What follows belongs to an exercise in optimizing a design on an open flow for small area, a short achievable clock period and few clock cycles per item; a production flow would make more cautious choices. Function was checked by simulation only, so behaviour that the tests miss may differ from the original. Power and IR drop assume default switching activity.

## cpu_top
module cpu_top #(
  parameter int addr_w = 12
) (
  input  logic                       clk,
  input  logic                       rst_n,
  output logic                       io_stall,
  output logic                       mem_req,
  output logic                       mem_we,
  output logic [addr_w:0]            mem_addr,
  output logic [cpu_pkg::data_w-1:0] mem_wdata,
  input  logic                       mem_ack,
  input  logic [cpu_pkg::data_w-1:0] mem_rdata
);
  localparam int dw = cpu_pkg::data_w;
  logic              q_data;    
  logic              q_ld;      
  logic [addr_w-1:0] fa;        
  logic              ir_v;
  logic [15:0]       ir;
  logic              ir_jd;     
  logic              ir_f;      
  logic [dw-1:0]     op_a;      
  logic [dw-1:0]     op_b;      
  logic [15:0]       rv;        
  logic [dw-1:0]     t_a [0:15];    
  logic [dw-1:0]     t_b [0:15];
  logic [dw-1:0]     rd_a, rd_b;
  logic [2:0]        pend;      
  logic              m2;
  logic [3:0]        wb_rt;
  logic [dw-1:0]     cs_x, cs_y, cs_z, cs_x_d, cs_y_d, cs_z_d;
  logic [dw-1:0]     cs_s, cs_c;
  logic [2:0]        op;
  logic [3:0]        rs, rt, rd;
  logic              is_load, is_store, is_mem, is_alu, is_mul, is_beq, is_jump;
  logic              uses_rs, uses_rt;
  ...
For scale: about 2400 cells after synthesis, about 420 flip-flops, about 51 I/O pins, roughly 25000 um^2 of cells after synthesis.
clock: 8.0 ns
lec_check: 0
cap_margin: 20
core_margin: 2
core_utilization: 40
setup_slack_margin: 4.75
slew_margin: 20
run.sh (not shown) runs the stock make flow with config.mk's settings and CLKGATE_MAP_FILE= SYNTH_SCRIPT=/design/flow/synth_recipe.tcl, a recipe that flattens the netlist after the stock synthesis.
Testbench counts at the start, summed over its fixed seeds: cycles 33,391, instrs 24,000.
Change:
--- a/flow/config.mk
+++ b/flow/config.mk
@@ -9,4 +9,4 @@
 export CORE_MARGIN = 2
-export CORE_UTILIZATION = 40
-export SETUP_SLACK_MARGIN = 4.75
+export CORE_UTILIZATION = 70
+export SETUP_SLACK_MARGIN = 4.5
 export SLEW_MARGIN = 20
Result: Clock-buffer cell count grows by 6; fmax fell by a few percent; die area falls by well over a third; clock power fell by a few percent; via count went down slightly; total power went down by a few percent; utilization goes up by 30 points; worst setup slack loses 150 ps.
Change:
--- a/flow/config.mk
+++ b/flow/config.mk
@@ -7,5 +7,6 @@
 export LEC_CHECK = 0
+export ABC_AREA = 1
 export CAP_MARGIN = 20
 export CORE_MARGIN = 2
-export CORE_UTILIZATION = 70
+export CORE_UTILIZATION = 55
 export SETUP_SLACK_MARGIN = 4.5
Clock power rose by a few percent.
Via count rose by a little under a tenth.
Die area rises by a quarter to a third.
Setup slack improved by 61 ps.
Sequential share of layout area went down by 0.66 points.
Routed wire length grows by roughly a tenth.
Power rose by a few percent.
Final area came out higher slightly.
Clock-buffer cell count does not change.
Non-clock buffer count drops by 41.
Flip-flop and latch count is unchanged.

* * *

Another version of the RTL of cpu_top (not shown whole).
For scale: about 2400 cells after synthesis, about 410 flip-flops, ~25000 um^2 of cells after synthesis.
clock: 8.0 ns
lec_check: 0
cap_margin: 20
core_margin: 2
core_utilization: 40
setup_slack_margin: 4.0
slew_margin: 20
The first run finished clean.
Testbench counts at the start, summed over its fixed seeds: cycles 33,391, instrs 24,000.
Rerun with:
- SETUP_SLACK_MARGIN: 4.0 -> 4.5
After rerunning: The changed run produced a clean layout. Sequential share of layout area drops by 2.1 points. Routed wire length climbs by 2.8%. Via count climbs by 2.9%. Clock power climbs by about 4%. Core utilization climbs by 2.6 points. Power climbs by about 6%. Final cell count climbs by about 2.2%.

* * *

cpu_top with an RTL version that a note above also has.
For scale: about 2,400 cells after synthesis, about 420 flip-flops.
Design cpu_top, start of the top module:
module cpu_top #(
  parameter int addr_w = 12
) (
  input  logic                       clk,
  input  logic                       rst_n,
  output logic                       io_stall,
  output logic                       mem_req,
  output logic                       mem_we,
  output logic [addr_w:0]            mem_addr,
  output logic [cpu_pkg::data_w-1:0] mem_wdata,
  input  logic                       mem_ack,
  input  logic [cpu_pkg::data_w-1:0] mem_rdata
);
  localparam int dw = cpu_pkg::data_w;
  logic              q_data;    
  logic              q_ld;      
  logic [addr_w-1:0] fa;        
  logic              ir_v;
  logic [15:0]       ir;
  logic              ir_jd;     
  logic              ir_f;      
  logic [dw-1:0]     op_a;      
  logic [dw-1:0]     op_b;      
  logic [15:0]       rv;        
  logic [dw-1:0]     t_a [0:15];    
  logic [dw-1:0]     t_b [0:15];
  logic [dw-1:0]     rd_a, rd_b;
  logic [2:0]        pend;      
  logic              m2;
  logic [3:0]        wb_rt;
  logic [dw-1:0]     cs_x, cs_y, cs_z, cs_x_d, cs_y_d, cs_z_d;
  logic [dw-1:0]     cs_s, cs_c;
  logic [2:0]        op;
  logic [3:0]        rs, rt, rd;
  logic              is_load, is_store, is_mem, is_alu, is_mul, is_beq, is_jump;
  logic              uses_rs, uses_rt;
  logic              adv, f_busy, ld_busy, wbusy, hazard, ex, redir, arr, w_jump, w_beqs, w_wait;
  logic [addr_w-1:0] w_tgt;
  logic              nxt_data, nxt_none, nxt_fetch;
  logic [addr_w-1:0] beq_tgt, fetch_nx, fa_inc;
  logic [dw-1:0]     alu_out;
  logic              ld_wr, alu_wr, wr_en;
  logic [3:0]        wr_idx;
  logic [dw-1:0]     wr_data;
  logic [3:0]        idx_a, idx_b;
  logic              r_e, r_d, r_one, r_two;
  logic [2:0]        p_dec;
  assign op       = ir[15:13];
  assign rs       = ir[12:9];
  assign rt       = ir[8:5];
  assign rd       = ir[4:1];
  assign is_load  = (op == 3'b010);
  assign is_store = (op == 3'b011);
  assign is_mem   = (op[2:1] == 2'b01);
  assign is_alu   = (op[2:1] == 2'b00);
  assign is_mul   = (op == 3'b001) && ir[0];
  assign is_beq   = (op == 3'b100);
  assign is_jump  = (op == 3'b101);
  assign uses_rs  = is_alu || is_mem || is_beq;
  assign uses_rt  = is_alu || is_store || is_beq;
  assign adv     = mem_ack || !mem_req;
  ...
Settings: LEC_CHECK=0, CAP_MARGIN=20, CORE_MARGIN=2, CORE_UTILIZATION=55, SETUP_SLACK_MARGIN=4.5, SLEW_MARGIN=20; clock period 8.0 ns.
standard.sh (not shown) runs the stock make flow with config.mk's settings and CLKGATE_MAP_FILE= SYNTH_SCRIPT=/design/flow/synth_recipe.tcl, a recipe that flattens the netlist after the stock synthesis.
==> flow/flow/run.sh <==
#!/bin/bash
# The standard layout, with plain buffers (buf_2) on the ports instead of the
# delay buffers that buffer_ports picks by default. Everything else is the standard flow's
# own flow (standard.sh), unchanged.
set -euo pipefail
bash standard.sh BUFFER_PORTS_ARGS="-buffer_cell sky130_fd_sc_hd__buf_2" finish > orfs_make.log 2>&1
Testbench counts at the start, summed over its fixed seeds: cycles 33,391, instrs 24,000.
Then changed:
==> flow/run.sh (new file) <==
#!/bin/bash
# synth_recipe.tcl (not shown) runs the flow's synth.tcl, then flattens the netlist and writes it again
# the make line also repeats each setting of config.mk as NAME=value (left out here)
make -C /OpenROAD-flow-scripts/flow DESIGN_CONFIG=/design/flow/config.mk WORK_HOME=/design/flow/orfs CLKGATE_MAP_FILE= SYNTH_SCRIPT=/design/flow/synth_recipe.tcl finish
removed: flow/flow/run.sh
removed: flow/standard.sh
Effect:
- power came out higher by 1.7%
- synthesized cell count stays the same
- combinational power came out higher by about 4%
- cell area came out higher by 1.8%
Then changed:
- CORE_UTILIZATION: 55 -> 40
Result:
- synthesized cell count does not change
- worst hold slack gets worse by 0.0030 ns
- sequential share of layout area fell by 0.77 points
- clock-buffer cell count goes up by 9

-- separate check: timing with driven ports --
How much do the figures lean on ideal ports? The routed layouts below were timed once more, with nothing changed but the port constraints.
Step 1 assumes that a clkbuf_16 drives the clock port and a buf_2 every other input.
Step 2 moves the port delays by t, midway between the first and last clock arrival at a register: inputs arrive t later, outputs are due t later. That takes back most of the time a late clock gives input paths.
Slacks: ideal / step 1 / step 2; pairs: ideal / step 1.
run	t (ns)	slack for setup (ns)	worst register clock-pin slew, ns	pins driven straight from the clock port
the first run of note 1	0.663	4.636 / 4.641 / 3.978	0.07 / 0.07	1
the second run of note 1	0.635	4.485 / 4.514 / 3.880	0.07 / 0.07	1
the third run of note 1	0.647	4.546 / 4.567 / 3.921	0.07 / 0.07	1
the first run of note 2	0.661	4.019 / 4.047 / 3.394	0.07 / 0.07	1
the second run of note 2	0.660	4.293 / 4.293 / 3.900	0.07 / 0.07	1
the first run of note 3	0.659	4.441 / 4.478 / 3.819	0.07 / 0.07	1
the second run of note 3	0.650	4.516 / 4.555 / 3.905	0.07 / 0.07	1
the third run of note 3	0.657	4.479 / 4.479 / 3.886	0.06 / 0.06	1
After both steps every run listed still meets setup and hold. The setup slack of the first run of note 1, which loses most, moves by +0.005 ns with the drivers and by -0.658 ns with both steps.
